Context: an optimization exercise on an open-source flow, tuned for small area and a short achievable clock period. The choices shown serve that exercise and are no tape-out recipe. The RTL was checked by simulation tests, not by an equivalence proof against the original design. Power is estimated from default activity; no workload was simulated.

**design/flow/flow/run.sh**
```bash
#!/bin/bash
# The standard layout (standard.sh) with these changes:
#  - synthesis: the standard script (synth_recipe.tcl) with ABC run on
#    flow/map.abc instead of ORFS's speed script, and adders left to ABC
#    (no full-adder cell mapping); registers are mapped exactly as before;
#  - port buffers are plain buf_1 cells;
#  - timing repair aims SETUP_SLACK_MARGIN ns beyond the constraint.
set -euo pipefail
here=$(pwd)
export MY_ABC_SCRIPT=$here/flow/map.abc
export ADDER_MAP_FILE=
export BUFFER_PORTS_ARGS="-buffer_cell sky130_fd_sc_hd__buf_1"
export SETUP_SLACK_MARGIN=${SETUP_SLACK_MARGIN:-12.5}
sed "s#SYNTH_SCRIPT=[^ ]*#SYNTH_SCRIPT=$here/flow/synth.tcl#" standard.sh > standard_own.sh
grep -q "SYNTH_SCRIPT=$here/flow/synth.tcl" standard_own.sh
bash standard_own.sh > flow_make.log 2>&1
```
**design/flow/flow/map.abc**
```
strash
dc2
strash
&get -n
&dch -f
&nf
&put
buffer -c
upsize -c
dnsize -c
```
**design/flow/flow/synth.tcl**
```tcl
proc synth {args} { yosys synth -nofsm -noshare {*}$args }
proc abc {args} {
  set i [lsearch -exact $args -script]
  if { $i >= 0 && [info exists ::env(MY_ABC_SCRIPT)] && $::env(MY_ABC_SCRIPT) ne "" } {
    lset args [expr { $i + 1 }] $::env(MY_ABC_SCRIPT)
  }
  yosys abc {*}$args
}
source $::env(SCRIPTS_DIR)/synth.tcl
# left out here: clear keep_hierarchy, flatten, clean up, hide names made inside functions, write 1_2_yosys.v
```
**design/flow/standard.sh**
```bash
#!/bin/bash
# synth_recipe.tcl (not shown) runs the flow's synth.tcl, then flattens the netlist and writes it again
# the make line also repeats each setting of config.mk as NAME=value (left out here)
make -C /OpenROAD-flow-scripts/flow DESIGN_CONFIG=/design/flow/config.mk WORK_HOME=/design/flow/orfs CLKGATE_MAP_FILE= SYNTH_SCRIPT=/design/flow/synth_recipe.tcl "${@:-finish}"
```
**design/flow/config.mk**
```make
export PLATFORM = sky130hd
export DESIGN_NAME = xgmii_rx_stats_top
export DESIGN_NICKNAME = xgmii_rx_stats_top
export VERILOG_FILES = /design/flow/design.v
export SDC_FILE = /design/flow/constraint.sdc
export NUM_CORES = 4
export LEC_CHECK = 0
export CAP_MARGIN = 20
export CORE_MARGIN = 2
export CORE_UTILIZATION = 40
export SLEW_MARGIN = 20
```
**design/flow/constraint.sdc**
```tcl
create_clock -name core_clock -period 20.0 [get_ports {sys_clk}]
set_input_delay 4.0000 -clock core_clock [delete_from_list [all_inputs] [get_ports {sys_clk}]]
set_output_delay 4.0000 -clock core_clock [all_outputs]
set_load 0.01 [all_outputs]
```
**design/flow/design.v**
```verilog
module xgmii_rx_stats #(
    parameter int NCH           = 4,
    parameter int CNT_W         = 16,
    parameter int TICKS_PER_SEC = 50000,
    parameter int MAX_LEN       = 1518
) (
    input  logic                 sys_clk,
    input  logic                 sys_rst,
    input  logic [64*NCH-1:0]    xgmii_rxd,
    input  logic [8*NCH-1:0]     xgmii_rxc,
    input  logic                 clear,
    output logic                 sec_tick,
    output logic [CNT_W*NCH-1:0] rx_pps,
    output logic [CNT_W*NCH-1:0] rx_throughput,
    output logic [CNT_W*NCH-1:0] rx_errors
);
    localparam int TW = (TICKS_PER_SEC > 1) ?
                        $clog2(TICKS_PER_SEC) : 1;
    localparam logic [TW-1:0] TC = TW'(TICKS_PER_SEC - 1);
    localparam int LW = 12;
    localparam logic [LW-1:0] LMAX = {1'b0, {(LW-1){1'b1}}};
    localparam int PW0 = $clog2(8 * TICKS_PER_SEC / 73 + 2);
    localparam int PW  = (PW0 < CNT_W) ? PW0 : CNT_W;
    logic [TW-1:0] win_q;
    logic          tick_q;
    logic          win_end;
    assign win_end = (win_q == TC);
    always_ff @(posedge sys_clk or posedge sys_rst) begin
        if (sys_rst) begin
            win_q  <= '0;
            tick_q <= 1'b0;
        end else begin
            win_q  <= (clear || win_end) ? '0 : win_q + 1'b1;
            tick_q <= !clear && win_end;
        end
    end
    assign sec_tick = tick_q;
    for (genvar k = 0; k < NCH; k++) begin : g_ch
        logic             st_q;
        logic [LW-1:0]    lm_q, lm_d;
        logic [PW-1:0]    pps_q, opps_q, p;
        logic [CNT_W-1:0] byt_q, err_q;
        logic [CNT_W-1:0] obyt_q, oerr_q;
        logic [CNT_W-1:0] b, e;
        logic [7:0] ctl, dat, trm, erl, bnd;
        logic       s0, s4;
        logic [8:0] nb;              
        logic [8:0] fst;             
        logic [3:0] pc [9];          
        logic [3:0] ds;              
        logic       eb;              
        logic       any_b, any_ft, good;
        logic [1:0] ea;
        logic [CNT_W:0] eu, ev;
        logic [PW-1:0]  p1;
        logic [CNT_W:3] bxi;
        logic [3:0]     blo;
        logic [LW-1:4]  lmi;
        logic [7:0] rng;             
        logic [CNT_W:0] bx, by;
        always_comb begin
            for (int i = 0; i < 8; i++) begin
                logic [7:0] byt;
                logic       hi;
                byt    = xgmii_rxd[64*k + 8*i +: 8];
                hi     = &byt[7:3];
                ctl[i] = xgmii_rxc[8*k + i];
                dat[i] = !ctl[i];
                trm[i] = ctl[i] && hi && byt[2:0] == 3'b101;
                erl[i] = ctl[i] && hi && byt[2:0] == 3'b110;
            end
            s0 = ctl[0] && xgmii_rxd[64*k +: 8] == 8'hFB;
            s4 = ctl[4] && xgmii_rxd[64*k + 32 +: 8] == 8'hFB;
            bnd = trm | {3'b000, s4, 3'b000, s0};
            nb[0] = 1'b1;
            for (int i = 0; i < 8; i++)
                nb[i+1] = nb[i] && !bnd[i];
            fst = {nb[8], bnd & nb[7:0]};
            any_b  = !nb[8];
            any_ft = |(trm & nb[7:0]);
            eb     = |(erl & nb[7:0]);
            pc[0] = 4'd0;
            pc[1] = {3'd0, dat[0]};
            pc[2] = {3'd0, dat[0]} + {3'd0, dat[1]};
            pc[3] = pc[2] + {3'd0, dat[2]};
            pc[4] = pc[2] + ({3'd0, dat[2]} + {3'd0, dat[3]});
            pc[5] = pc[4] + {3'd0, dat[4]};
            pc[6] = pc[4] + ({3'd0, dat[4]} + {3'd0, dat[5]});
            pc[7] = pc[4] + ({3'd0, dat[4]} + {3'd0, dat[5]} +
                             {3'd0, dat[6]});
            pc[8] = pc[4] + ({3'd0, dat[4]} + {3'd0, dat[5]} +
                             {3'd0, dat[6]} + {3'd0, dat[7]});
            ds = 4'd0;
            for (int i = 0; i < 9; i++)
                ds = ds | (fst[i] ? pc[i] : 4'd0);
            lmi = lm_q[LW-1:4] + 1'b1;
            for (int j = 0; j < 8; j++)
                rng[j] = !lm_q[LW-1] &&
                         (lm_q >= LW'(64 - j)) &&
                         (lm_q <= LW'(MAX_LEN - j));
            good = st_q && any_ft && !eb && rng[ds[2:0]];
            ea = {1'b0, s0 && |bnd[7:1]} + {1'b0, s4 && |trm[7:5]};
            eu = {1'b0, err_q} + {{(CNT_W-1){1'b0}}, ea};
            ev = eu + {{CNT_W{1'b0}}, st_q && any_b};
            e  = good ? (eu[CNT_W] ? '1 : eu[CNT_W-1:0])
                      : (ev[CNT_W] ? '1 : ev[CNT_W-1:0]);
            p1 = pps_q + 1'b1;
            p  = good ? p1 : pps_q;
            bx  = {1'b0, byt_q} + {{(CNT_W+2-LW){1'b0}}, lm_q[LW-2:0]};
            bxi = bx[CNT_W:3] + 1'b1;
            blo = {1'b0, bx[2:0]} + {1'b0, ds[2:0]};
            by  = {blo[3] ? bxi : bx[CNT_W:3], blo[2:0]};
            b   = !good ? byt_q : (by[CNT_W] ? '1 : by[CNT_W-1:0]);
            if (!any_b) begin
                logic [4:0]    llo;
                logic [LW-1:0] ls;
                llo  = {1'b0, lm_q[3:0]} + {1'b0, ds};
                ls   = {llo[4] ? lmi : lm_q[LW-1:4], llo[3:0]};
                lm_d = (eb || (!lm_q[LW-1] && ls[LW-1])) ?
                       LMAX : ls;
            end else if (s4) begin
                lm_d = (|erl[7:5]) ? LMAX :
                       LW'(pc[8] - pc[5]) - LW'(7);
            end else begin
                lm_d = (|erl[7:1]) ? LMAX :
                       LW'(pc[8] - pc[1]) - LW'(7);
            end
        end
        always_ff @(posedge sys_clk or posedge sys_rst) begin
            if (sys_rst) begin
                st_q   <= 1'b0;
                pps_q  <= '0;
                byt_q  <= '0;
                err_q  <= '0;
                opps_q <= '0;
                obyt_q <= '0;
                oerr_q <= '0;
            end else begin
                if (any_b)
                    st_q <= (s4 && !(|trm[7:5])) || (s0 && !(|bnd[7:1]));
                if (clear) begin
                    pps_q  <= '0;
                    byt_q  <= '0;
                    err_q  <= '0;
                    opps_q <= '0;
                    obyt_q <= '0;
                    oerr_q <= '0;
                end else if (win_end) begin
                    pps_q  <= '0;
                    byt_q  <= '0;
                    err_q  <= '0;
                    opps_q <= p;
                    obyt_q <= b;
                    oerr_q <= e;
                end else begin
                    pps_q  <= p;
                    byt_q  <= b;
                    err_q  <= e;
                end
            end
        end
        always_ff @(posedge sys_clk)
            lm_q <= lm_d;
        assign rx_pps[CNT_W*k +: CNT_W]        = CNT_W'(opps_q);
        assign rx_throughput[CNT_W*k +: CNT_W] = obyt_q;
        assign rx_errors[CNT_W*k +: CNT_W]     = oerr_q;
    end
endmodule
module xgmii_rx_stats_top (
    input  logic          sys_clk,
    input  logic          sys_rst,
    input  logic [255:0]  xgmii_rxd,
    input  logic [31:0]   xgmii_rxc,
    input  logic          clear,
    output logic          sec_tick,
    output logic [63:0]   rx_pps,
    output logic [63:0]   rx_throughput,
    output logic [63:0]   rx_errors
);
    xgmii_rx_stats #(
        .NCH          (4),
        .CNT_W        (16),
        .TICKS_PER_SEC(50000),
        .MAX_LEN      (1518)
    ) u_stats (
        .sys_clk      (sys_clk),
        .sys_rst      (sys_rst),
        .xgmii_rxd    (xgmii_rxd),
        .xgmii_rxc    (xgmii_rxc),
        .clear        (clear),
        .sec_tick     (sec_tick),
        .rx_pps       (rx_pps),
        .rx_throughput(rx_throughput),
        .rx_errors    (rx_errors)
    );
endmodule
```
==> flow_results.org, run 1 <==
** Clock network
- The clock passes through at most 3 buffers.
- Count of clock tree sinks :: about 430
- TritonCTS built the clock tree.
- Number of buffers added to fix hold violations after cts :: 0
- TritonCTS created between 50 and 60 clock buffers.
- # H-tree levels :: 2
- Clock-pin slew was measured on the worst setup and hold paths at around 50 ps.
- The clock reaches the later pin of the worst-skew pair after roughly 600 ps.
- Clock tree root driver cell :: clkbuf_16

** STA
- Final sum of negative setup slack :: 0 ps
- For the pin with the worst max-slew slack, the measured transition is 990.6 ps.
- The number of max-slew violations in the final report is 0.
- Derived from the worst setup path, the maximum achievable clock frequency is between 0.1 and 0.15 GHz.
- In this run the tightest slew margin relative to its limit is 0.3396.
- Min cycle time layout :: 7607 ps
- Dividing the final minimum period by the clock period gives 0.3803.
- Post-Route Skew :: between 20 and 25 ps
- Setup repair after global routing could not meet its margin everywhere.
- Setup violations remaining at the end of the flow were counted as 0.
- The hold violation total from the final report came to 0.

** Cells and area
- Share of the core filled with cells in the final layout :: 0.5316
- Antenna diode count :: 0
- In the final design database the tool counted 4265 nets.
- Commonest cells after routing, fill and taps aside :: 440 x buf_1, 428 x nand2_1, 381 x dfrtp_1
- Of the cells placed in the final design, the portion with a size suffix greater than 1 is 0.1967.
- Synthesis-to-finish area growth :: 31.44%
- The library cell used most frequently in the layout, excluding fill and tap cells, is buf_1.

** Route
- The detail route stage leaves a number of antenna-violating nets equal to 0.
- Post-detailed-route wirelength per cell :: approximately 17 microns
- Number of detailed-route iterations in the first pass :: 7
- Routed via count :: between 20000 and 30000
- DRC violations left :: 0
- The detailed router finished its first iteration with approximately 1600 violations.
- Dividing the detail-routed via count by the number of cells gives 5.415.
- For this block, the routed nets add up to about 83 mm of wire.

** Power and ir drop
- For this design the static power due to leakage is around 15 nW.
- Fraction of power spent switching nets :: 0.3533
- The share of total power dissipated in sequential elements is 0.344.
- Clk pwr share :: 0.319
- Net Sw Power :: around 0.0011 W
- Power spread over the standard cell area amounts to between 80 and 90 nW/um^2.
- Internal power :: slightly above 0.002 W
- Worst IR Drop VDD :: 66.76 uV
- Combinational share of power :: 0.337

** Placement
- HPWL Detailed :: ~57 mm
- Final RePlAce weighted congestion :: ~0.9
- In this run the tool buffered the top-level ports with approximately 470 buffer cells.

** Critical path
- For the worst setup path, the data required time is about 20000 ps.
- Worst Setup Path Type :: in2reg
- CP max FO :: 3
- STA classifies the critical path startpoint as an input port.
- Traced cell by cell, the critical path runs through buf_1 > nand4_1 > or4b_4 > nand4b_1 > nor3_1 > or4_4 > nor3_1 > a311oi_1 > a31o_4 > a2111oi_4 > buf_4 > and4_4 > nand4_1 > buf_4 > buf_6 > or3_4 > xnor2_2 > nor2_1.
- On the critical path the largest part of the delay comes from simple AND/OR/NAND/NOR gates.
- In this design, the stage delay of the slowest critical-path cell is roughly 600 ps.
- Critical path arrival :: slightly above 8000 ps
- Together, buffers and inverters on the worst path number 4.
- The slowest stage of the critical path belongs to the cell or4b_4.
- Endpoint kind of the worst setup timing path :: flop

** Worst hold path
- Hold crit path type :: reg2reg

** Global route
- Overall global routing resource usage :: 0.2130
- Entering global routing, the biggest net connects 169 pins.
- Congestion Overflow GR :: 0
- The first global-routing pass estimated about 130 mm of wire.
- The number of global-route vias before repair was ~25000.
- Antenna violations before repair :: 0

** Logic synthesis
- Number of distinct library cells after synthesis :: between 100 and 150
- In this run, synthesis inferred 28 flip-flops with an integrated enable.
- The Yosys step of the flow raised 5 warnings.
- The synthesized design contains around 430 register bits.
- After technology mapping, the gate count stands at 3400.
- Leading register cell type out of synthesis :: dfrtp_1
- Share of Yosys cell area claimed by the top area cell type :: 0.3361
- Of the synthesized area, sequential elements account for 0.3798.
- Cell types with the largest area share after synthesis :: dfrtp_1 34%, xnor2_1 7.0%, nand2_1 5.8%
- Mapped Area :: around 28000 sq um
- Of all cell types, the one taking the most synthesized area is dfrtp_1.
- Mean instance size in the synthesized netlist :: 8.344 sq um
- Counting flops with an async set or reset pin after synthesis yields a share of 0.8881.

** Floorplan
- The die is between 200 and 300 microns tall.
- Measured along the x axis, the die boundary spans 270.3 microns.
- Number of top-level pins :: between 400 and 500
- For this configuration, the core starts out at a cell density of 0.4044.
- After floorplanning, the core was sized to cover 70150 sq um.
- The floorplan step defined a die boundary enclosing approximately 73000 sq um.
- Row generation in the floorplan step produced just under 100 rows.

** Run status
- Result of the run :: complete, no violations

** Job
- The tool flagged a number of max-cap violations equal to 0.
## kinds of logic after synthesis
group,count (synthesis),synth area share
AO/OA/AOI/OAI,766,0.1712
XOR/XNOR,375,0.1202
adder cells (fa/ha/maj),27,0.009658
buffers and inverters,267,0.04004
flip-flops,429,0.3798
multiplexers,11,0.003925
other,1,0.0001322
AND/OR/NAND/NOR,1524,0.2751
## final cells by class
cell class,count,area (sq um)
flip-flops and latches,429,10780
multi-input cells,2718,19370
fillers,6678,32860
clock inverters,31,402.9
inverters,95,367.9
repair buffers,678,3766
well taps,940,1176
clock buffers,65,1433
## worst reg2reg max path, delay by kind of cell, from the launching register on
family                     cells  cell delay [ps]
and+or+nand+nor                4             1180
xor gates and xnor gates       2              430
DFF                            1              600
buffers and inverters          1              260
AOI/OAI and AO/OA              5             1050
adders and majority gates      4             1480
## routing by layer
| metal | up-vias | wire length (microns) | track usage |
|---|---|---|---|
| met5 | - | 0 | 0 |
| met4 | 0 | 1698 | 0.05001 |
| met3 | 123 | 3384 | 0.02818 |
| met2 | 580 | 40240 | 0.3574 |
| met1 | 12930 | 37990 | 0.2914 |
| li1 | 13210 | - | - |
## power groups by stage
stage	combinational, W	sequential [W]	clock, W
finish	0.00107	0.00109	0.00101
global route	0.00118	0.00111	0.00107
CTS	0.000990	0.00109	0.00104
detailed placement	0.000948	0.00110	0
global placement	0.000948	0.00110	0
floorplan	0.000879	0.000998	0
## cell usage after synthesis, types with 37 or more instances
master / number
nand2_1: 435
dfrtp_1: 381
nor2_1: 373
o21ai_0: 320
xnor2_1: 228
xor2_1: 135
clkbuf_1: 124
a21oi_1: 113
nor3_1: 97
inv_1: 94
nand4_1: 93
nand3_1: 87
o22ai_1: 65
nor4_1: 54
nand2b_1: 49
and3_1: 42
and2_1: 41
or2_2: 37
## path summary, 6_finish.rpt
kind,startpoint,end,slack (ps),cells after the start
max in group asynchronous,sys_rst,u_stats.g_ch[3].byt_q[14],14470,5
worst max register to register,u_stats.g_ch[1].lm_q[1],u_stats.g_ch[1].obyt_q[8],14940,16
worst min register to register,u_stats.g_ch[1].opps_q[0],u_stats.g_ch[1].opps_q[0],470,2
min in group asynchronous,sys_rst,u_stats.g_ch[1].oerr_q[2],3440,2
worst max-delay path,xgmii_rxd[202],u_stats.g_ch[3].pps_q[8],12390,18
worst min-delay path,u_stats.g_ch[1].opps_q[0],u_stats.g_ch[1].opps_q[0],470,2
## through the flow
stage	power, W	instances	hold slack [ps]	setup slack [ps]	instance area [sq um]
final	0.003169	4956	473.0	12390	37290
after detailed placement	0.002053	4669	468.3	10400	32080
after global routing	0.003359	4956	502.5	12240	37290
after global placement	0.002053	4667	460.3	10620	32030
after floorplan	0.001876	3411	447.3	10880	29860
after CTS	0.003119	4843	481.8	12480	35270
## flip-flops by register name, summed over array words and instances (netlist names)
register and cells:
u_stats.g_ch.opps_q 52, u_stats.g_ch.err_q 64, u_stats.g_ch.st_q 4, u_stats.g_ch.oerr_q 64, u_stats.g_ch.lm_q 48, u_stats.tick_q 1
u_stats.g_ch.pps_q 52, u_stats.g_ch.byt_q 64, u_stats.g_ch.obyt_q 64, u_stats.win_q 16
## what timing repair did
action / in CTS / in global routing
hold endpoints to repair: 0 / 0
setup buffers: 75 / 107
resized for setup: 144 / 216
pin swaps: 66 / 148
setup endpoints to repair: 414 / 332
cloned: 3 / 5
==> inputs of run 2 (changes only) <==
--- a/design/flow/flow/run.sh
+++ b/design/flow/flow/run.sh
@@ -10,7 +10,7 @@
 export MY_ABC_SCRIPT=$here/flow/map.abc
 export ADDER_MAP_FILE=
 export BUFFER_PORTS_ARGS="-buffer_cell sky130_fd_sc_hd__buf_1"
-export SETUP_SLACK_MARGIN=${SETUP_SLACK_MARGIN:-12.5}
+export SETUP_SLACK_MARGIN=${SETUP_SLACK_MARGIN:-11}
 sed "s#SYNTH_SCRIPT=[^ ]*#SYNTH_SCRIPT=$here/flow/synth.tcl#" standard.sh > standard_own.sh
 grep -q "SYNTH_SCRIPT=$here/flow/synth.tcl" standard_own.sh
 bash standard_own.sh > flow_make.log 2>&1
==> run 2 against run 1 <==
Still clean. Clock skew rose by 3.4 ps. Clock power decreased by 4%. Sequential power is essentially flat. Power shrank 7.1%. Register-to-register slack better by 40 ps. Final cell count fell by 3.8%. Area after synthesis did not move. Largest cell class unchanged. Highest routed layer unchanged.
==> flow_results.org, run 2 <==
** Placement
- HPWL Detailed :: ~58 mm
- In this run, placement finished with an instance count of between 4000 and 5000.
- Final RePlAce weighted congestion :: approximately 0.92
- Number of input and output port buffers inserted :: approximately 470

** Global route
- Met3 demand-to-capacity share in global routing :: 0.03174
- The layer flagged by global routing as most heavily used is met2.
- The first global-routing pass estimated 127.9 mm of wire.
- The total overflow left after global routing is 0.
- Maximum number of pins on one net before global-route repair :: 150
- Overall global routing resource usage :: 0.2098
- Met2 usage :: 0.3576
- Via count of the first global-routing pass :: approximately 25000
- GRT met1 Usage :: 0.2813
- Antenna violations before repair :: 0

** Cells and area
- The finished layout holds 4768 standard cells, fillers aside.
- Antenna diode count :: 0
- Proportion of layout cells with a drive suffix above 1 :: 0.06792
- Synthesis-to-finish area growth :: 15.32%
- Most frequent standard cell in the layout excluding fill and tap cells :: buf_1
- In the layout the commonest cells are 470 x buf_1, 435 x nand2_1, 381 x dfrtp_1.
- Number of nets in the layout :: between 4000 and 5000

** Critical path
- The worst setup path is of the in2reg kind.
- Together, buffers and inverters on the worst path number 1.
- CP most frequent cell :: xor2_1
- Endpoint of the worst-slack reg-to-reg timing path :: u_stats.g_ch[0].obyt_q[0]
- Startpoint kind of the worst setup timing path :: input port
- Data on the critical path arrives at its endpoint at ~9000 ps.
- The cell family contributing the most delay on the critical path is compound AO/OA/AOI/OAI gates.
- Slowest library cell on the worst path :: or4_1
- Across all register-to-register paths, the minimum setup slack is approximately 15000 ps.
- Critical Path RT :: 20510 ps
- STA classifies the critical path endpoint as a flop.
- The critical path goes through buf_1 > or4_1 > a22oi_4 > xnor2_1 > xor2_1 > a221oi_2 > nand3_1 > xor2_1 > a32oi_1 > a21oi_1 > maj3_1 > or3b_2 > o21ai_1 > nor2_1 > a22oi_1.
- CP max FO :: 12
- Number of cells on the worst reg-to-reg path :: 16
- The startpoint identified for the worst register-to-register timing path is u_stats.g_ch[0].lm_q[1].
- Highest cell delay on the worst timing path :: 730 ps

** Clock network
- Clock-pin slew was measured on the worst setup and hold paths at ~60 ps.
- The clock passes through at most 3 buffers.
- The tree is rooted in a clkbuf_16.
- The later pin in the worst-skew pair is clocked with a latency of ~600 ps.
- The clock tree synthesis step divided the H-tree into 2 levels.
- Buffers inserted to repair hold after CTS numbered 0.
- Number of buffers created by CTS :: 50
- Count of clock tree sinks :: around 430
- TritonCTS built the clock tree.

** STA
- After layout, the minimum clock period comes to ~8600 ps.
- The number of max-slew violations in the final report came to 0.
- At the pin with the least slew margin, the transition time is about 1100 ps.
- Unrepaired setup endpoints after global routing :: yes
- Setup violations remaining at the end of the flow were counted as 0.
- Headroom to the max-slew limit :: 0.2741
- For the final database, setup skew stands at between 20 and 30 ps.
- Fin crit share :: 0.4311
- Number of hold violations in the final report :: 0
- Final sum of negative setup slack :: 0 ps
- Max frequency :: between 0.1 and 0.15 GHz

** Logic synthesis
- Cell types with the largest area share after synthesis :: dfrtp_1 34%, xnor2_1 7.0%, nand2_1 5.8%
- Mean instance size in the synthesized netlist :: 8.344 sq um
- Sorting the synthesized cells by how often they occur yields 435 x nand2_1, 381 x dfrtp_1, 373 x nor2_1, 320 x o21ai_0, 228 x xnor2_1.
- In the synthesized netlist, the number of instances is between 3000 and 4000.
- Of the post-synthesis cell area, the dominant cell type holds 0.3361.
- nand2_1 is the most common cell in the netlist.
- Sequential-to-total area share from yosys stat :: 0.3798
- Number of distinct library cells after synthesis :: roughly 130
- In this run, synthesis inferred 28 flip-flops with an integrated enable.
- After synthesis the netlist holds a flip-flop and latch count of roughly 430.
- dfrtp_1 takes more of the synthesized area than any other cell.
- Leading register cell type out of synthesis :: dfrtp_1
- Mapped Area :: about 28000 sq um
- Synthesis Warnings :: 5
- Share of flip-flops with an asynchronous set or reset after synthesis :: 0.8881

** Run status
- The flow ran to the end and the layout has no timing, DRC or antenna violations.

** Worst hold path
- For hold timing, the worst endpoint is u_stats.g_ch[2].obyt_q[12].
- Number of cells on the worst hold path :: 2
- Hold crit path type :: reg2reg
- Source of the worst hold timing path :: u_stats.g_ch[2].obyt_q[12]

** Floorplan
- Area of the core region :: about 70000 sq um
- In this run the core area contains 97 standard-cell rows.
- Starting density of the core :: 0.4044
- The die covers approximately 73000 sq um.
- The die is around 270 microns wide.
- The floorplan step set the die height to 270.3 microns.
- Number of top-level pins :: between 400 and 500

** Route
- 1st-iter DRT viols :: 1632
- Wire length after detailed routing :: slightly below 80 mm
- The detail route stage leaves a number of antenna-violating nets equal to 0.
- The first detailed-routing pass ran for 5 iterations.
- After detailed routing, the number of remaining DRC violations is 0.
- The routed layout has 25790 vias.
- Post-detailed-route wirelength per cell :: ~17 microns
- After detailed routing, the number of vias per cell comes to 5.408.

** Power and ir drop
- Worst IR Drop VDD :: between 60 and 70 uV
- Dividing total power by cell area gives a power density of 90.03 nW/um^2.
- Overall power consumption after layout is estimated at ~0.0029 W.
- LEAKAGE :: 13.27 nW

** Job
- Across the run, the number of max-cap violations was 0.
-- run 2: repair_timing --
action | CTS | global route
setup endpoints to repair | 16 | 232
gates resized for setup | 1 | 18
setup buffers | 0 | 8
cloned | 2 | 0
pin swaps | 1 | 3
-- run 2: power breakdown --
group | switching (W) | total, W | internal (W) | leakage, nW
clock | 0.000379 | 0.000971 | 0.000591 | 0.852
sequential | 0.000137 | 0.00109 | 0.000952 | 5.75
combinational | 0.000504 | 0.000886 | 0.000382 | 6.66
-- run 2: worst max-delay path by stage --
stage | from | endpoint | depth (start not counted)
after floorplan | sys_rst | u_stats.g_ch[0].byt_q[0] | 1
after global placement | xgmii_rxc[0] | u_stats.g_ch[0].opps_q[12] | 16
after detailed placement | xgmii_rxc[0] | u_stats.g_ch[0].opps_q[12] | 16
after CTS | xgmii_rxc[0] | u_stats.g_ch[0].opps_q[11] | 16
after global routing | xgmii_rxc[24] | u_stats.g_ch[3].opps_q[11] | 16
final | xgmii_rxc[24] | u_stats.g_ch[3].lm_q[2] | 15
-- run 2: layer usage --
metal / vias to the layer above / wire length [microns]
met4: 0 / 1325
li1: 12840 / -
met2: 640 / 37510
met1: 12220 / 36420
met5: - / 0
met3: 89 / 4016
-- run 2: kinds of logic after synthesis --
family | synth area share
AOI/OAI and AO/OA | 0.1712
DFF | 0.3798
muxes | 0.003925
xor gates and xnor gates | 0.1202
and+or+nand+nor | 0.2751
adders and majority gates | 0.009658
buffers and inverters | 0.04004
other | 0.0001322
-- run 2: worst register-to-register path: cells and delay by family (launching register included) --
family,cells,cell delay [ps]
buffers and inverters,1,210
XOR/XNOR,2,590
AND/OR/NAND/NOR,2,350
flip-flops,1,660
AO/OA/AOI/OAI,8,1790
adder cells (fa/ha/maj),3,1230
-- run 2: layout make-up --
type,instances,area [sq um]
fillers,7031,37430
multi-input cells,2717,16660
flip-flops and latches,429,10780
repair buffers,497,2002
clock buffers,68,1433
well taps,940,1176
inverters,95,360.3
clock inverters,22,305.3
-- run 2: stage by stage --
| stage | setup slack (ps) | hold slack, ps | utilization | instance area, sq um |
|---|---|---|---|---|
| 2_1_floorplan | 10880 | 447.3 | - | 28420 |
| 3_3_place_gp | 10360 | 460.4 | 0.4385 | 30760 |
| 3_5_place_dp | 10300 | 467.9 | 0.4385 | 30760 |
| 4_1_cts | 11060 | 481.8 | 0.4636 | 32520 |
| 5_1_grt | 11000 | 493.6 | 0.4664 | 32720 |
| 6_report | 11380 | 472.1 | 0.4664 | 32720 |
==> inputs of run 3 (changes only) <==
==> design/flow/flow/map.abc (replaced) <==
strash
&get -n
&syn2
&dch -f
&nf
&put
buffer -c
upsize -c
dnsize -c
==> run 3 against run 2 <==
Critical endpoint is now u_stats.g_ch[1].oerr_q[11]. Register-to-register slack gained 110 ps. Sequential cell count unchanged. Sequential share of layout area fell by 0.76 points. Combinational power is 12% higher. Global-route usage increased by 0.72 points. Via count rose by 7.1%. Still clean on timing, DRC and antenna. Utilization is 0.65 points lower. Routed wire length is 7.1% higher.
==> flow_results.org, run 3 <==
** Logic synthesis
- Count of flip-flops with a built-in enable after synthesis :: 28
- The share of the synthesized area in compound gates (AO/OA/AOI/OAI) is 0.2015.
- After synthesis, the share of flip-flops with an asynchronous set or reset is 0.8881.
- Counting every instance in the synthesized netlist gives between 3000 and 4000.
- nand2_1 is the most common cell in the netlist.
- Top cells by count, synth :: 466 x nand2_1, 394 x nor2_1, 381 x dfrtp_1, 220 x xnor2_1, 219 x o21ai_0
- Summing every instance area after synthesis gives around 29000 sq um.
- For this run, the register share of the synthesized area comes to 0.3663.
- Number of distinct library cells after synthesis :: around 120
- Cell types with the largest area share after synthesis :: dfrtp_1 32%, xnor2_1 6.5%, nand2_1 5.9%
- Of the total synthesized cell area, the portion taken by AND, OR, NAND and NOR gates is 0.2643.
- Averaged over all synthesized cells, the footprint is 8.204 sq um.
- Summed over all instances, the cell type with the most area after synthesis is dfrtp_1.
- The share of synthesized area in the top cell type comes to 0.3241.
- Share of the synthesized netlist area taken by xor and xnor gates :: 0.1157
- After synthesis, the largest family of logic cells by area is simple AND/OR/NAND/NOR gates.
- Among all flip-flop cells after synthesis, the most frequent one is dfrtp_1.
- Counting flops and latches in the post-synthesis netlist gives around 430.
- Of the total synthesized cell area, the portion taken by full adders, half adders and majority gates is 0.007868.
- Fraction of synthesized area in multiplexers :: 0.007273
- The Yosys step of the flow raised 5 warnings.

** Critical path
- Crit Reg-Reg Startpoint :: u_stats.g_ch[2].lm_q[1]
- Critical Path RT :: approximately 20000 ps
- Number of cells on the worst reg-to-reg path :: 14
- CP max FO :: 13
- In this run the critical register-to-register path is captured at u_stats.g_ch[2].obyt_q[10].
- Setup slack on the worst reg-to-reg path comes out at 15090 ps.
- Cell count along the critical path :: 15
- Walking the worst path, the cells encountered are buf_1 > xnor3_1 > xor2_1 > maj3_1 > o21ai_0 > a221oi_1 > nand3b_1 > inv_1 > nor2_1 > o32ai_2 > nand2_1 > nor2_1 > o21ai_0 > nand2b_1 > o21ai_0.
- Slowest library cell on the worst path :: nor2_1
- Together, buffers and inverters on the worst path number 2.
- Startpoint kind of the worst setup timing path :: input port
- Endpoint kind of the worst setup timing path :: flop
- Highest cell delay on the worst timing path :: 830 ps
- In this design, the critical path's most frequently occurring cell is o21ai_0.
- The most critical setup path has its startpoint at xgmii_rxc[8].
- Data arrives at the worst endpoint at between 9000 and 10000 ps.
- Family of cells with the greatest summed delay on the critical path :: simple AND/OR/NAND/NOR gates
- The critical path is of the in2reg type.
- In this run the worst setup path terminates at u_stats.g_ch[1].oerr_q[11].

** Cells and area
- Filler instances :: between 7000 and 8000
- Share of the core filled with cells in the final layout :: 0.4599
- After routing the design area is 33490 sq um.
- Commonest cells after routing, fill and taps aside :: 471 x buf_1, 466 x nand2_1, 393 x nor2_1
- Proportion of layout cells with a drive suffix above 1 :: 0.05794
- Number of nets in the layout :: roughly 4200
- The library cell used most frequently in the layout, excluding fill and tap cells, is buf_1.
- Compared with the post-synthesis result, the final layout area differs by 13.85%.

** Floorplan
- The die covers approximately 76000 sq um.
- The die is between 200 and 300 microns tall.
- The initial utilization of the core area, before any placement, comes to 0.4039.
- Area of the core region :: roughly 73000 sq um
- Row cnt :: 99
- The die is roughly 280 microns wide.
- around 480 I/O pins were placed.

** Clock network
- TritonCTS built the clock tree.
- Number of buffers created by CTS :: 50
- At the later pin of the worst-skew pair, clock insertion delay measures 600 ps.
- CTS saw between 400 and 500 sinks.
- Clock transition at path regs :: about 60 ps
- Deepest clock path buffer count :: 3
- The root buffer cell chosen for the clock tree is clkbuf_16.
- # H-tree levels :: 2
- Buffers added to address setup during post-CTS repair amount to 0.

** STA
- Fin crit share :: 0.4288
- Headroom to the max-slew limit came out at 0.2990.
- Min cycle time layout :: about 8600 ps
- Setup violations remaining at the end of the flow were counted as 0.
- Unrepaired setup endpoints after global routing :: no
- Worst-margin pin slew :: 1052 ps
- Derived from the worst setup path, the maximum achievable clock frequency is around 0.12 GHz.
- Final hold analysis gives a worst-case slack of ~480 ps.
- Across the routed clock network, the largest skew measured is approximately 26 ps.
- The number of max-slew violations in the final report was 0.
- The hold violation total from the final report is 0.
- For the final routed database, the setup TNS stands at 0 ps.

** Route
- In the routed layout, each cell is associated on average with a via count of roughly 5.6.
- Number of nets with antenna violations after detailed routing :: 0
- Routed via count :: around 28000
- In this run, the number of DRC markers left after iteration 0 of detailed routing was 1773.
- In the routed design, unresolved DRC markers number 0.
- After detailed routing, the total wire length is between 80 and 90 mm.
- Post-detailed-route wirelength per cell :: 17.17 microns
- Number of detailed-route iterations in the first pass :: 5

** Power and ir drop
- Final total power :: between 0.003 and 0.004 W
- Clk pwr share :: 0.315
- The share of total power dissipated in combinational logic is 0.325.
- Internal power :: 0.001927 W
- Worst IR Drop VDD :: approximately 88 uV
- LEAKAGE :: roughly 13 nW
- Fraction of power spent switching nets :: 0.3654
- Pwr per Cell Area :: around 90 nW/um^2
- For this design the total switching power over the nets is 0.001110 W.
- Sequential fraction of design power :: 0.360

** Placement
- Routability-driven placement finished with a final weighted congestion of 0.8964.
- After detailed placement, the total cell area comes to approximately 32000 sq um.
- HPWL Detailed :: ~62 mm
- In this run the tool buffered the top-level ports with ~470 buffer cells.

** Worst hold path
- The tightest min-delay check is of the reg2reg type.
- The startpoint identified for the worst hold timing path is u_stats.g_ch[1].oerr_q[15].

** Global route
- Congestion Overflow GR :: 0
- The number of antenna violations at the first check in global routing came to 1.
- Global-route wire length before repair :: 135.6 mm
- The number of global-route vias before repair came to between 20000 and 30000.
- Maximum number of pins on one net before global-route repair :: between 150 and 200
- Overall global routing resource usage :: 0.2171

** Job
- Maximum capacitance violations :: 0

** Run status
- The flow ran to the end and the layout has no timing, DRC or antenna violations.
-- run 3: worst min-delay path by stage --
stage	to	slack, ps	cells past startpoint
after floorplan	u_stats.win_q[1]	450	1
after global placement	u_stats.g_ch[3].oerr_q[15]	460	2
after detailed placement	u_stats.g_ch[1].oerr_q[15]	470	2
after CTS	u_stats.g_ch[1].oerr_q[15]	480	2
after global routing	u_stats.g_ch[0].opps_q[1]	510	2
final	u_stats.g_ch[1].oerr_q[15]	480	2
-- run 3: cell families after synthesis --
family / after synthesis
AO/OA/AOI/OAI: 936
XOR/XNOR: 372
adder cells (fa/ha/maj): 22
buffers and inverters: 254
flip-flops: 429
multiplexers: 21
other: 1
AND/OR/NAND/NOR: 1551
-- run 3: layout make-up --
cell class              instances  area, sq um  share of cell area
diodes                          1        2.502          0.00007471
clock buffers                  72         1495             0.04464
clock inverters                18        217.7            0.006500
inverters                      67        255.2            0.007621
multi-input cells            2914        17650              0.5269
flip-flops and latches        429        10780              0.3217
well taps                     959         1200             0.03582
repair buffers                487         1901             0.05674
-- run 3: stage by stage --
stage,setup slack [ps],instances
after global placement,10410,4856
final,11420,4947
after detailed placement,10280,4856
after floorplan,10880,3597
after CTS,11280,4946
after global routing,11070,4946
-- run 3: per-layer routing --
metal  wire length [microns]  part of all wire  vias up  GRT usage
li1                        -                 -    13620          -
met1                   39890              0.47    13260     0.3045
met2                   39020              0.46      646     0.3502
met3                    4522             0.053       95    0.03744
met4                    1502             0.018        0    0.04723
met5                       0                 0        -          0
-- run 3: repair_timing --
item	in CTS	in global routing
setup endpoints to repair	3	7
gates cloned	0	0
resized for setup	1	3
endpoints found under the hold margin	0	0
hold buffers	0	0
-- run 3: power groups by stage --
stage	logic, W	registers (W)	clock network [W]
final	0.000988	0.00109	0.000956
after global placement	0.000976	0.00111	0
after global routing	0.00110	0.00111	0.00101
after detailed placement	0.000976	0.00110	0
after floorplan	0.000887	0.000993	0
after CTS	0.000982	0.00109	0.000977
-- run 3: worst register-to-register path: cells and delay by family (launching register included) --
family / cells / cell delay, ps
AO/OA/AOI/OAI: 8 / 2620
AND/OR/NAND/NOR: 5 / 1400
flip-flops: 1 / 570
XOR/XNOR: 1 / 230
==> inputs of run 4 (changes only) <==
--- a/design/flow/flow/run.sh
+++ b/design/flow/flow/run.sh
@@ -10,7 +10,7 @@
 export MY_ABC_SCRIPT=$here/flow/map.abc
 export ADDER_MAP_FILE=
 export BUFFER_PORTS_ARGS="-buffer_cell sky130_fd_sc_hd__buf_1"
-export SETUP_SLACK_MARGIN=${SETUP_SLACK_MARGIN:-11}
+export SETUP_SLACK_MARGIN=${SETUP_SLACK_MARGIN:-12}
 sed "s#SYNTH_SCRIPT=[^ ]*#SYNTH_SCRIPT=$here/flow/synth.tcl#" standard.sh > standard_own.sh
 grep -q "SYNTH_SCRIPT=$here/flow/synth.tcl" standard_own.sh
 bash standard_own.sh > flow_make.log 2>&1
==> run 4 against run 3 <==
Largest power group unchanged. Largest cell class unchanged. Register-to-register slack improved by 190 ps. Global-route usage is 0.086 points higher. Critical endpoint is now u_stats.g_ch[3].obyt_q[12]. Routed wire length increased by 1.0%.
==> flow_results.org, run 4 <==
** Critical path
- STA classifies the critical path endpoint as a flop.
- STA puts the critical path data required time at 20500 ps.
- In this run the worst path has a maximum fanout of 12.
- The worst setup path is launched from an input port.
- The setup check on the worst reg-to-reg path leaves a slack of around 15000 ps.
- Worst Setup Path Type :: in2reg
- At the worst endpoint, the arrival time is about 8300 ps.

** Cells and area
- Most frequent standard cell in the layout excluding fill and tap cells :: nand2_1
- In the layout the commonest cells are 463 x nand2_1, 460 x buf_1, 389 x nor2_1.
- Filler instances :: between 7000 and 8000
- From synthesis to final layout, the design area changed by 15.47%.
- In the final layout, the share of cells above drive strength 1 is 0.07323.
- In the final design database the tool counted roughly 4300 nets.
- With fillers left out, the area of the finished cells amounts to between 30000 and 40000 sq um.

** Power and ir drop
- Worst IR Drop VDD :: about 89 uV
- Final total power :: ~0.0031 W
- LEAKAGE :: 13.50 nW
- Pwr per Cell Area :: ~90 nW/um^2

** Job
- The tool flagged a number of max-cap violations equal to 0.

** Logic synthesis
- Synthesis handed over a netlist of between 3000 and 4000 instances.
- Most repeated cell in the gate-level netlist after synthesis :: nand2_1
- By count the netlist is led by 466 x nand2_1, 394 x nor2_1, 381 x dfrtp_1, 220 x xnor2_1, 219 x o21ai_0.
- Counting distinct cell types in the post-synthesis netlist gives approximately 120.
- Mapped Area :: 29420 sq um
- Leading register cell type out of synthesis :: dfrtp_1
- Share of Yosys cell area claimed by the top area cell type :: 0.3241
- The synthesized design spends more area on one cell type than any other, namely dfrtp_1.
- The synthesized design contains 429 register bits.
- For this run, asynchronously set or reset flops after synthesis account for 0.8881.
- Dividing the synthesized area by the synthesized cell count gives 8.204 sq um.
- Synthesis Warnings :: 5
- In this run, synthesis inferred 28 flip-flops with an integrated enable.
- Cell types with the largest area share after synthesis :: dfrtp_1 32%, xnor2_1 6.5%, nand2_1 5.9%
- Sequential-to-total area share from yosys stat :: 0.3663

** Global route
- Overall global routing resource usage :: 0.2180
- The number of global-route vias before repair came to roughly 26000.
- Global-route wire length before repair :: 136.2 mm
- Maximum number of pins on one net before global-route repair :: between 150 and 200
- Congestion Overflow GR :: 0
- Antenna violations before repair :: 1

** STA
- For the final routed database, the setup TNS stands at 0 ps.
- In the finished design, the share of the clock period the worst path needs comes to 0.3899.
- Worst-margin pin slew :: approximately 1100 ps
- Setup repair after global routing could not meet its margin everywhere.
- Post-Route Skew :: 23.21 ps
- The number of max-slew violations in the final report came to 0.
- Min Hold Slack :: between 400 and 500 ps
- Max frequency :: about 0.13 GHz
- Min cycle time layout :: about 8000 ps
- Final WS setup :: 12200 ps
- The hold violation total from the final report is 0.
- Headroom to the max-slew limit :: 0.2955
- Setup violations remaining at the end of the flow were counted as 0.

** Floorplan
- Number of top-level pins :: ~480
- The floorplan step defined a die boundary enclosing approximately 76000 sq um.
- Chip Height :: about 280 microns
- The initial utilization of the core area, before any placement, comes to 0.4039.
- Die extent in x :: 275.2 microns
- Area of the core region :: 72830 sq um
- Row cnt :: between 90 and 100

** Route
- For this block, wires on met1 add up to about 40 mm.
- The first TritonRoute pass finished after 5 iterations.
- Wire length after detailed routing :: between 80 and 90 mm
- Post-detailed-route wirelength per cell :: 17.29 microns
- Top layer used by detailed routing :: met4
- Routed via count :: approximately 28000
- In this run, the number of DRC markers left after iteration 0 of detailed routing was around 1700.
- DRC violations left :: 0
- Routed wl met3 :: about 4.7 mm
- Total length of routed met2 wires :: slightly below 40 mm
- After detailed routing, the number of vias per cell comes to around 5.6.
- Number of nets with antenna violations after detailed routing :: 0

** Worst hold path
- The min-delay analysis places its worst path in the category reg2reg.

** Clock network
- TritonCTS built the clock tree.
- Clock tree root driver cell :: clkbuf_16
- # H-tree levels :: 2
- Deepest clock path buffer count :: 3
- Clock transition at path regs :: about 60 ps
- Clk Latency, worst-skew pair :: 600 ps
- Number of buffers created by CTS :: 50
- Count of clock tree sinks :: about 430
- In this run, post-CTS hold repair placed 0 buffers.

** Placement
- During placement, the flow inserted port buffers numbering 471.
- At the placement stage, the worst setup path has a slack of between 10000 and 15000 ps.
- Once placement finished, the instance area stood at 31750 sq um.
- HPWL Detailed :: 62.28 mm
- Final RePlAce weighted congestion :: 0.8964

** Run status
- The flow ran to the end and the layout has no timing, DRC or antenna violations.
run 4: report_power, final:
group / internal (W) / switching, W
clock: 0.000569 / 0.000385
sequential: 0.000952 / 0.000141
combinational: 0.000417 / 0.000596
total: 0.00194 / 0.00112
run 4: final cells by class:
type                       count  area (sq um)  share of cell area
inverter                      67         255.2            0.007514
clock inverter                18         217.7            0.006409
multi-input combinational   2914         18000              0.5299
timing repair buffer         501          2023             0.05956
antenna                        1         2.502          0.00007366
tap                          959          1200             0.03532
sequential                   429         10780              0.3172
clock buffer                  72          1495             0.04401
run 4: worst paths after layout:
path | start | end | cells after the start
setup / recovery | xgmii_rxc[24] | u_stats.g_ch[3].obyt_q[12] | 16
hold / removal | u_stats.g_ch[1].oerr_q[15] | u_stats.g_ch[1].oerr_q[15] | 2
setup reg to reg | u_stats.g_ch[2].lm_q[1] | u_stats.g_ch[2].obyt_q[10] | 14
hold reg to reg | u_stats.g_ch[1].oerr_q[15] | u_stats.g_ch[1].oerr_q[15] | 2
max in group asynchronous | sys_rst | u_stats.g_ch[3].obyt_q[12] | 4
min in group asynchronous | sys_rst | u_stats.g_ch[1].opps_q[8] | 2
run 4: worst max-delay path: stages:
cell	delay (ps)
buf_2	240
xnor3_1	550
xor2_1	240
maj3_1	430
o21ai_1	340
xnor2_1	230
o211ai_1	250
buf_4	220
or2_2	310
a21boi_2	330
and3b_1	320
nor2_2	240
a211oi_1	80
a311oi_1	280
a21oi_1	100
o21ai_1	130
run 4: routing by layer:
metal	GRT usage	up-vias
met5	0	-
met4	0.04780	0
met3	0.03762	99
met2	0.3526	673
met1	0.3048	13330
li1	-	13640
run 4: what timing repair did:
item                                   CTS  global route
pin swaps                                1            12
setup endpoints to repair              230           245
endpoints found under the hold margin    0             0
resized for setup                       34            43
buffers inserted                         1            13
run 4: through the flow:
| step | cells | utilization |
|---|---|---|
| floorplan | 3597 | - |
| global placement | 4856 | 0.4359 |
| detailed placement | 4856 | 0.4359 |
| CTS | 4947 | 0.4619 |
| global route | 4960 | 0.4664 |
| finish | 4961 | 0.4664 |
run 4: logic make-up (layout without fill, tap and decap cells):
kind of cell             after synthesis  count (layout)  share of synthesized area
AND/OR/NAND/NOR                     1551            1551                     0.2643
AO/OA/AOI/OAI                        936             936                     0.2015
flip-flops                           429             429                     0.3663
XOR/XNOR                             372             372                     0.1157
buffers and inverters                254             658                    0.03692
adder cells (fa/ha/maj)               22              22                   0.007868
multiplexers                          21              21                   0.007272
other                                  1              13                  0.0001275
==> inputs of run 5 (changes only) <==
--- a/design/flow/design.v
+++ b/design/flow/design.v
@@ -50,14 +50,9 @@
         logic [3:0] ds;              
         logic       eb;              
         logic       any_b, any_ft, good;
-        logic [1:0] ea;
-        logic [CNT_W:0] eu, ev;
-        logic [PW-1:0]  p1;
-        logic [CNT_W:3] bxi;
-        logic [3:0]     blo;
-        logic [LW-1:4]  lmi;
+        logic [1:0]     err_n;
+        logic [CNT_W:0] es, bx, by;
         logic [7:0] rng;             
-        logic [CNT_W:0] bx, by;
         always_comb begin
             for (int i = 0; i < 8; i++) begin
                 logic [7:0] byt;
@@ -93,29 +88,23 @@
             ds = 4'd0;
             for (int i = 0; i < 9; i++)
                 ds = ds | (fst[i] ? pc[i] : 4'd0);
-            lmi = lm_q[LW-1:4] + 1'b1;
             for (int j = 0; j < 8; j++)
                 rng[j] = !lm_q[LW-1] &&
                          (lm_q >= LW'(64 - j)) &&
                          (lm_q <= LW'(MAX_LEN - j));
             good = st_q && any_ft && !eb && rng[ds[2:0]];
-            ea = {1'b0, s0 && |bnd[7:1]} + {1'b0, s4 && |trm[7:5]};
-            eu = {1'b0, err_q} + {{(CNT_W-1){1'b0}}, ea};
-            ev = eu + {{CNT_W{1'b0}}, st_q && any_b};
-            e  = good ? (eu[CNT_W] ? '1 : eu[CNT_W-1:0])
-                      : (ev[CNT_W] ? '1 : ev[CNT_W-1:0]);
-            p1 = pps_q + 1'b1;
-            p  = good ? p1 : pps_q;
-            bx  = {1'b0, byt_q} + {{(CNT_W+2-LW){1'b0}}, lm_q[LW-2:0]};
-            bxi = bx[CNT_W:3] + 1'b1;
-            blo = {1'b0, bx[2:0]} + {1'b0, ds[2:0]};
-            by  = {blo[3] ? bxi : bx[CNT_W:3], blo[2:0]};
-            b   = !good ? byt_q : (by[CNT_W] ? '1 : by[CNT_W-1:0]);
+            err_n = {1'b0, st_q && any_b && !good}
+                  + {1'b0, s0 && |bnd[7:1]}
+                  + {1'b0, s4 && |trm[7:5]};
+            es = {1'b0, err_q} + {{(CNT_W-1){1'b0}}, err_n};
+            e  = es[CNT_W] ? '1 : es[CNT_W-1:0];
+            p = pps_q + {{(PW-1){1'b0}}, good};
+            bx = {1'b0, byt_q} + {{(CNT_W+2-LW){1'b0}}, lm_q[LW-2:0]};
+            by = bx + {{(CNT_W-2){1'b0}}, ds[2:0]};
+            b  = !good ? byt_q : (by[CNT_W] ? '1 : by[CNT_W-1:0]);
             if (!any_b) begin
-                logic [4:0]    llo;
                 logic [LW-1:0] ls;
-                llo  = {1'b0, lm_q[3:0]} + {1'b0, ds};
-                ls   = {llo[4] ? lmi : lm_q[LW-1:4], llo[3:0]};
+                ls   = lm_q + {{(LW-4){1'b0}}, ds};
                 lm_d = (eb || (!lm_q[LW-1] && ls[LW-1])) ?
                        LMAX : ls;
             end else if (s4) begin
--- a/design/flow/flow/run.sh
+++ b/design/flow/flow/run.sh
@@ -10,7 +10,7 @@
 export MY_ABC_SCRIPT=$here/flow/map.abc
 export ADDER_MAP_FILE=
 export BUFFER_PORTS_ARGS="-buffer_cell sky130_fd_sc_hd__buf_1"
-export SETUP_SLACK_MARGIN=${SETUP_SLACK_MARGIN:-12}
+export SETUP_SLACK_MARGIN=${SETUP_SLACK_MARGIN:-12.5}
 sed "s#SYNTH_SCRIPT=[^ ]*#SYNTH_SCRIPT=$here/flow/synth.tcl#" standard.sh > standard_own.sh
 grep -q "SYNTH_SCRIPT=$here/flow/synth.tcl" standard_own.sh
 bash standard_own.sh > flow_make.log 2>&1
==> run 5 against run 4 <==
Global-route usage up 1.2 points. Combinational power up 17%. Clock power down 4.7%. First-iteration DRC count up 15%. Sequential power about the same. Highest routed layer unchanged. Clock-buffer cell count down 2. Sequential share of layout area down 2.7 points. Largest cell class unchanged. Die area down 7.8%. Register-to-register slack better by 340 ps.
==> flow_results.org, run 5 <==
** Power and ir drop
- The share of total power dissipated in sequential elements is 0.337.
- Fraction of power spent switching nets :: 0.3610
- Final total power :: between 0.003 and 0.004 W
- The share of total power dissipated in the clock network is 0.288.
- For this design the total switching power over the nets is around 0.0011 W.
- In this run the power density over the cells is a little under 90 nW/um^2.
- IR analysis of the VDD net gives a maximum drop of around 58 uV.
- Internal power :: a little over 0.002 W
- Of the total power, combinational logic draws 0.375.
- The analysis attributes to cell leakage a power of between 10 and 15 nW.

** Logic synthesis
- The synthesized netlist occupies a cell area of around 27000 sq um.
- Number of distinct library cells after synthesis :: just over 100
- Post-synthesis sequential element count :: between 400 and 500
- Post-synthesis compound-gate area fraction :: 0.1796
- Count of flip-flops with a built-in enable after synthesis :: 0
- Among all flip-flop cells after synthesis, the most frequent one is dfrtp_1.
- Fraction of synthesized area in multiplexers :: 0.001939
- Post-synth top area cell :: dfrtp_1
- Top cells by count, synth :: 404 x nand2_1, 398 x nor2_1, 381 x dfrtp_1, 247 x o21ai_0, 224 x xnor2_1
- Of the total synthesized cell area, the portion taken by full adders, half adders and majority gates is 0.01131.
- For this run, the register share of the synthesized area comes to 0.3873.
- In this run the mean area of a mapped cell was 8.295 sq um.
- In the synthesized netlist the async set-or-reset flop fraction comes to 0.8881.
- After synthesis, the largest family of logic cells by area is simple AND/OR/NAND/NOR gates.
- The most common cell in the synthesized netlist is nand2_1.
- Of the total synthesized cell area, the portion taken by AND, OR, NAND and NOR gates is 0.2602.
- Yosys printed 5 warnings.
- Synthesis produced a netlist whose cell count is 3267.
- Cell types with the largest area share after synthesis :: dfrtp_1 35%, xnor2_1 7.2%, nand2_1 5.6%
- Share of the synthesized netlist area taken by xor and xnor gates :: 0.1200
- Share of Yosys cell area claimed by the top area cell type :: 0.3518

** Cells and area
- Compared with the post-synthesis result, the final layout area differs by 33.25%.
- Commonest cells after routing, fill and taps aside :: 446 x buf_1, 398 x nand2_1, 381 x dfrtp_1
- The finished layout holds roughly 4800 standard cells, fillers aside.
- Of the cells placed in the final design, the portion with a size suffix greater than 1 is 0.1986.
- The library cell used most frequently in the layout, excluding fill and tap cells, is buf_1.
- Share of the core filled with cells in the final layout :: 0.5377
- Number of nets in the layout :: 4141

** Floorplan
- The floorplan has 95 rows.
- The die covers approximately 70000 sq um.
- The total area inside the core boundary comes to approximately 67000 sq um.
- Die extent in x :: ~260 microns
- Chip Height :: around 260 microns
- During I/O placement, the number of pins put on the boundary was approximately 480.
- Starting density of the core :: 0.4035

** Route
- After detailed routing, the average wire length per cell comes to roughly 18 microns.
- For this block, the initial DRC count from the detailed router was slightly below 2000.
- Dividing the detail-routed via count by the number of cells gives between 5 and 6.
- After detailed routing, the met2 layer carries between 40 and 50 mm of wire.
- Top layer used by detailed routing :: met4
- Routed wl met3 :: ~3.7 mm
- Number of nets with antenna violations after detailed routing :: 0
- Before antenna repair, the detailed router went through 5 iterations.
- Wire length after detailed routing :: 84.82 mm
- The detailed router put a total of just under 40 mm of wire on met1.
- DRC violations left :: 0
- The routed layout has ~26000 vias.

** Clock network
- Counting the buffers created by CTS gives 48.
- Deepest clock path buffer count :: 3
- Count of clock tree sinks :: approximately 430
- # H-tree levels :: 2
- Clock transition at path regs :: approximately 60 ps
- Number of buffers added to fix hold violations after cts :: 0
- Clock tree root driver cell :: clkbuf_16
- TritonCTS clock tree :: yes
- For the worst-skew pair, the clock arrives at the later sink with an insertion delay of ~600 ps.

** STA
- Max frequency :: ~0.13 GHz
- After layout, the minimum clock period comes to roughly 7600 ps.
- Min Hold Slack :: ~480 ps
- The hold violation total from the final report was 0.
- Headroom to the max-slew limit :: 0.3114
- Final setup vio count :: 0
- Clock skew on the completed layout was measured at between 20 and 25 ps.
- Worst-margin pin slew :: 1024 ps
- Number of pins exceeding their max-slew limit in the final report :: 0
- Fin crit share :: 0.3804
- Unrepaired setup endpoints after global routing :: yes
- Final sum of negative setup slack :: 0 ps

** Worst hold path
- The worst hold path passes through 2 cells.
- The path class of the tightest hold or removal check is reg2reg.
- The worst hold path terminates at u_stats.g_ch[1].oerr_q[4].
- Source of the worst hold timing path :: u_stats.g_ch[1].oerr_q[4]

** Global route
- For this run the aggregate overflow at the end of global routing stands at 0.
- The first global-routing pass estimated roughly 130 mm of wire.
- Overall global routing resource usage :: 0.2298
- Maximum number of pins on one net before global-route repair :: around 160
- The number of antenna violations at the first check in global routing came to 2.
- Via count of the first global-routing pass :: around 25000

** Critical path
- The endpoint identified for the worst register-to-register timing path is u_stats.g_ch[2].oerr_q[1].
- The worst setup path is of the in2reg kind.
- Flop2flop setup slack :: approximately 16000 ps
- For the worst setup path, the data required time is a little over 20000 ps.
- The worst register-to-register path begins at u_stats.g_ch[2].lm_q[10].
- Endpoint kind of the worst setup timing path :: flop
- STA puts the critical path data arrival time at a little over 8000 ps.
- The worst register-to-register path has a depth of 16.
- CP max FO :: 7
- Startpoint kind of the worst setup timing path :: input port

** Placement
- The congestion estimate from routability-driven global placement came to 0.9311.
- Number of input and output port buffers inserted :: 471
- Number of instances in the placed design :: roughly 4500
- HPWL Detailed :: 58.72 mm

** Run status
- The flow ran to the end and the layout has no timing, DRC or antenna violations.

** Job
- Across the run, the number of max-cap violations was 0.
[run 5: changes by cell type in the layout (fill, tap and decap cells not counted), sizes merged, moves of 28 or more]
cell    change
edfxtp     -28
nand2      -65
o21ai      -99
dfxtp      +28
buf       +199
a21oi      -54
[run 5: through the flow]
stage | setup slack, ps | instance area [sq um]
global placement | 10640 | 30650
CTS | 12400 | 34020
detailed placement | 10530 | 30650
floorplan | 10880 | 28530
global route | 12250 | 36110
finish | 12390 | 36110
[run 5: cell families (layout without fill, tap and decap cells)]
logic type	after synthesis	after routing
and+or+nand+nor	1439	1440
AOI/OAI and AO/OA	749	752
buffers and inverters	261	867
adders and majority gates	30	30
muxes	5	5
xor gates and xnor gates	353	353
other	1	14
DFF	429	429
[run 5: worst max-delay path, cell delays in order]
cell	delay, ps
buf_4	140
maj3_2	350
a211oi_4	410
buf_4	190
o211a_1	150
nor3_2	40
or4_4	530
and2_4	200
a311o_1	360
o2bb2ai_4	140
o2111a_2	200
buf_6	130
o41ai_4	410
buf_4	190
nand3_4	120
nor2_4	200
buf_8	180
nor2_4	40
o21ai_1	110
[run 5: routing by layer]
metal	vias to the layer above	track usage
met4	0	0.06112
met5	-	0
li1	12750	-
met3	123	0.03346
met1	12710	0.3160
met2	672	0.3783
[run 5: area by class of cell]
| class | count | area [sq um] |
|---|---|---|
| repair buffers | 697 | 3968 |
| fillers | 6348 | 31050 |
| multi-input cells | 2592 | 18630 |
| clock inverters | 18 | 188.9 |
| well taps | 873 | 1092 |
| diodes | 2 | 5.005 |
| inverters | 82 | 311.5 |
| clock buffers | 70 | 1425 |
| flip-flops and latches | 429 | 10500 |
[run 5: power groups by stage]
| stage | clock network [W] | logic (W) | registers, W |
|---|---|---|---|
| finish | 0.000910 | 0.00118 | 0.00107 |
| global route | 0.000971 | 0.00130 | 0.00108 |
| CTS | 0.000933 | 0.00106 | 0.00106 |
| detailed placement | 0 | 0.000951 | 0.00108 |
| global placement | 0 | 0.000948 | 0.00108 |
| floorplan | 0 | 0.000894 | 0.000961 |
[run 5: worst max path at each step]
stage                        startpoint  cells past startpoint                         to  slack [ps]
after detailed placement  xgmii_rxc[24]                     17  u_stats.g_ch[3].oerr_q[5]       10530
after floorplan                 sys_rst                      1   u_stats.g_ch[0].byt_q[0]       10880
after global routing      xgmii_rxc[18]                     19  u_stats.g_ch[2].oerr_q[1]       12250
after CTS                  xgmii_rxc[0]                     16  u_stats.g_ch[0].obyt_q[1]       12400
final                     xgmii_rxc[18]                     19  u_stats.g_ch[2].oerr_q[1]       12390
after global placement    xgmii_rxc[24]                     17  u_stats.g_ch[3].oerr_q[5]       10640
[run 5: what timing repair did]
action,in CTS,in global routing
setup buffers,114,87
gates cloned,5,3
endpoints found under the setup margin,391,363
hold endpoints to repair,0,0
resized for setup,174,266
pin swaps,86,153
==> inputs of run 6 (changes only) <==
--- a/design/flow/flow/run.sh
+++ b/design/flow/flow/run.sh
@@ -10,7 +10,7 @@
 export MY_ABC_SCRIPT=$here/flow/map.abc
 export ADDER_MAP_FILE=
 export BUFFER_PORTS_ARGS="-buffer_cell sky130_fd_sc_hd__buf_1"
-export SETUP_SLACK_MARGIN=${SETUP_SLACK_MARGIN:-12.5}
+export SETUP_SLACK_MARGIN=${SETUP_SLACK_MARGIN:-11.5}
 sed "s#SYNTH_SCRIPT=[^ ]*#SYNTH_SCRIPT=$here/flow/synth.tcl#" standard.sh > standard_own.sh
 grep -q "SYNTH_SCRIPT=$here/flow/synth.tcl" standard_own.sh
 bash standard_own.sh > flow_make.log 2>&1
==> run 6 against run 5 <==
Still clean on timing, DRC and antenna. Sequential power hardly changed. Critical path depth down 3. Cell area shrank 12%. Critical path type unchanged. Largest cell class unchanged.
==> flow_results.org, run 6 <==
** Run status
- Result of the run :: complete, no violations

** Power and ir drop
- Internal power :: roughly 0.0020 W
- Of the total power, the clock network draws 0.338.
- Of the total power, registers draw 0.353.
- VDD sags by at most approximately 62 uV.
- Net Sw Power :: approximately 0.0010 W
- Fraction of power spent switching nets :: 0.3468
- Combinational share of power :: 0.309
- Summed over all cells, the static leakage comes to 12.94 nW.
- Pwr per Cell Area :: between 90 and 100 nW/um^2

** Job
- Maximum capacitance violations :: 0

** Floorplan
- Number of top-level pins :: a little under 500
- Measured along the y axis, the die boundary spans around 260 microns.
- In this run the horizontal extent of the chip is approximately 260 microns.
- The region available for standard cell placement spans ~67000 sq um.
- Row cnt :: 95
- The floorplan step defined a die boundary enclosing between 60000 and 70000 sq um.
- Starting density of the core :: 0.4035

** Placement
- Total placed instance area :: approximately 29000 sq um
- Final RePlAce weighted congestion :: approximately 0.93
- HPWL Detailed :: 59.54 mm
- Buffers placed on the I/O ports in this run total between 400 and 500.

** Logic synthesis
- The Yosys step of the flow raised 5 warnings.
- After synthesis, the mean cell area works out to approximately 8.3 sq um.
- Share of Yosys cell area claimed by the top area cell type :: 0.3518
- Mapped Area :: between 20000 and 30000 sq um
- Counting distinct cell types in the post-synthesis netlist gives around 100.
- By count the netlist is led by 404 x nand2_1, 398 x nor2_1, 381 x dfrtp_1, 247 x o21ai_0, 224 x xnor2_1.
- Of all flip-flops after synthesis, the portion carrying an async set or reset was 0.8881.
- Sequential-to-total area share from yosys stat :: 0.3873
- Among all flip-flop cells after synthesis, the most frequent one is dfrtp_1.
- Ranked by total cell area, the synthesized netlist is headed by dfrtp_1 35%, xnor2_1 7.2%, nand2_1 5.6%.
- Count of flip-flops with a built-in enable after synthesis :: 0
- nand2_1 is the most common cell in the netlist.
- Post-synth top area cell :: dfrtp_1
- Post-synthesis sequential element count :: about 430
- The cell count after synthesis came out at between 3000 and 4000.

** Critical path
- Cell count along the critical path :: 16
- Worst Setup Path Type :: in2reg
- Number of cells on the worst reg-to-reg path :: 16
- Crit Reg-Reg Startpoint :: u_stats.g_ch[3].lm_q[10]
- Startpoint kind of the worst setup timing path :: input port
- Cell breakdown of the critical path :: clkbuf_2 > xnor3_1 > xor2_1 > maj3_1 > o21ai_0 > xor2_1 > a211o_1 > nor2_1 > xnor2_1 > maj3_2 > maj3_2 > a31o_2 > a31oi_4 > o31ai_4 > o31ai_1 > o21ai_1
- At the worst endpoint, the arrival time is around 8700 ps.
- Along the worst path, the maximum fanout reaches 12.
- Worst path buffer plus inverter count :: 1
- The worst register-to-register path ends at u_stats.g_ch[3].opps_q[12].
- In this run the register-to-register setup slack is around 16000 ps.
- Highest cell delay on the worst timing path :: slightly above 500 ps
- On the critical path, the stage with the largest delay is an instance of xnor3_1.
- Critical Path RT :: 20450 ps
- Endpoint kind of the worst setup timing path :: flop
- Family of cells with the greatest summed delay on the critical path :: compound AO/OA/AOI/OAI gates

** Cells and area
- Leaving out fill and tap cells, the most frequent cell in the layout is buf_1.
- From synthesis to final layout, the design area changed by 17.39%.
- After routing the design area is about 32000 sq um.
- The layout has between 6000 and 7000 filler cells.
- The net count of the finished layout is between 3000 and 4000.
- Commonest cells after routing, fill and taps aside :: 460 x buf_1, 403 x nand2_1, 394 x nor2_1
- In the final layout, the share of cells above drive strength 1 is 0.07214.

** Global route
- Antenna violations before repair :: 2
- The number of global-route vias before repair is roughly 24000.
- Maximum number of pins on one net before global-route repair :: about 150
- Overall global routing resource usage :: 0.2267
- For this run the aggregate overflow at the end of global routing stands at 0.
- The first global-routing pass estimated approximately 130 mm of wire.

** Route
- Summing over every cut layer, the via total after detailed routing is roughly 25000.
- For this block, the initial DRC count from the detailed router was roughly 1800.
- Wire length after detailed routing :: a little over 80 mm
- After detailed routing, the number of remaining DRC violations is 0.
- In the routed layout, each cell is associated on average with a via count of between 5 and 6.
- Number of nets with antenna violations after detailed routing :: 0
- Number of detailed-route iterations in the first pass :: 6
- Post-detailed-route wirelength per cell :: 17.65 microns

** STA
- Between clock sinks in the finished design, the worst skew comes to approximately 19 ps.
- Number of hold violations in the final report :: 0
- The worst path needs ~8200 ps of the cycle, external delays included.
- Number of pins exceeding their max-slew limit in the final report :: 0
- Final sum of negative setup slack :: 0 ps
- Setup violations remaining at the end of the flow were counted as 0.
- Unrepaired setup endpoints after global routing :: no
- Headroom to the max-slew limit :: 0.3673
- Max frequency :: between 0.1 and 0.15 GHz
- Fin crit share :: 0.4121
- At the pin with the least slew margin, the transition time is around 950 ps.

** Clock network
- The number of hold buffers added after CTS was 0.
- Count of clock tree sinks :: 429
- TritonCTS clock tree :: yes
- The clock passes through at most 3 buffers.
- The H-tree was split into 2 levels.
- Clock tree root driver cell :: clkbuf_16
- The clock reaches the later pin of the worst-skew pair after between 600 and 700 ps.
- Number of buffers created by CTS :: 50
- Clock transition at path regs :: around 60 ps

** Worst hold path
- The path with the worst hold slack has its endpoint at u_stats.g_ch[0].oerr_q[6].
- The worst hold path begins at u_stats.g_ch[0].oerr_q[6].
- Counting instances, the worst hold path has a depth of 2.
- The worst hold path belongs to the class reg2reg.
[run 6: cell count changes in the layout (fill, tap and decap cells not counted), sizes merged]
cell / previous run / this run
buf: 692 / 502
bufinv: 3 / 10
clkbuf: 75 / 72
clkinvlp: 6 / 3
inv: 80 / 83
clkinv: 11 / 13
o2111a: 4 / 2
nand3: 93 / 92
o21a: 17 / 16
o21ai: 256 / 257
[run 6: layer usage]
metal | part of all wire | up-vias | track usage
met4 | 0.026 | 2 | 0.07033
li1 | - | 12350 | -
met1 | 0.46 | 12020 | 0.3131
met3 | 0.062 | 112 | 0.04456
met2 | 0.45 | 652 | 0.3583
met5 | 0.00015 | - | 0
[run 6: kinds of logic after synthesis]
| logic type | synth area share |
|---|---|
| buffers and inverters | 0.03957 |
| xor gates and xnor gates | 0.1199 |
| and+or+nand+nor | 0.2602 |
| AOI/OAI and AO/OA | 0.1796 |
| adders and majority gates | 0.01131 |
| DFF | 0.3873 |
| muxes | 0.001939 |
| other | 0.0001384 |
[run 6: cell type report]
cell class	instances	area [sq um]	share of cell area
timing repair buffer	510	2087	0.06560
sequential	429	10500	0.3299
multi-input combinational	2589	16020	0.5034
tap	873	1092	0.03434
clock buffer	64	1385	0.04354
antenna	2	5.005	0.0001573
clock inverter	27	420.4	0.01322
inverter	82	311.5	0.009794
[run 6: worst reg2reg max path, delay by kind of cell (launching register included)]
kind	cells	cell delay, ps
xor gates and xnor gates	1	190
and+or+nand+nor	9	2550
DFF	1	510
buffers and inverters	1	280
AOI/OAI and AO/OA	5	770
[run 6: power groups by stage]
stage                     logic, W  registers [W]  clock network, W
final                     0.000926        0.00106           0.00101
after global routing       0.00104        0.00107           0.00107
after CTS                 0.000912        0.00106           0.00104
after detailed placement  0.000903        0.00107                 0
after global placement    0.000907        0.00107                 0
after floorplan           0.000839       0.000961                 0
[run 6: worst max-delay path by stage]
stage	startpoint	endpoint	slack (ps)
6_report	xgmii_rxc[2]	u_stats.g_ch[0].obyt_q[13]	11760
5_1_grt	xgmii_rxc[8]	u_stats.g_ch[1].obyt_q[8]	11500
4_1_cts	xgmii_rxc[2]	u_stats.g_ch[0].opps_q[8]	11500
3_5_place_dp	xgmii_rxc[24]	u_stats.g_ch[3].oerr_q[12]	10240
3_3_place_gp	xgmii_rxc[0]	u_stats.g_ch[0].oerr_q[3]	10330
2_1_floorplan	sys_rst	u_stats.g_ch[0].byt_q[0]	10880
[run 6: repair_timing]
item                       in CTS  in global routing
gates resized for setup        21                 62
buffers inserted                3                 12
hold endpoints to repair        0                  0
gates cloned                    0                  1
setup endpoints to repair     256                339
pin swaps                       2                  8
[run 6: through the flow]
stage | util | std cells | total power [W] | hold slack, ps | worst slack [ps]
6_report | 0.4737 | 4576 | 0.002997 | 472.9 | 11760
5_1_grt | 0.4736 | 4575 | 0.003186 | 502.4 | 11500
4_1_cts | 0.4676 | 4561 | 0.003004 | 482.8 | 11500
3_5_place_dp | 0.4387 | 4467 | 0.001975 | 469.0 | 10240
3_3_place_gp | 0.4386 | 4467 | 0.001980 | 463.2 | 10330
2_1_floorplan | - | 3278 | 0.001800 | 451.4 | 10880

Setup slack of run 6, layout unchanged: 11.759 ns with ideal ports, 11.795 ns with driving cells assumed (clock clkbuf_16, inputs buf_2), 11.132 ns with port delays also shifted by the 0.663 ns mid clock arrival.
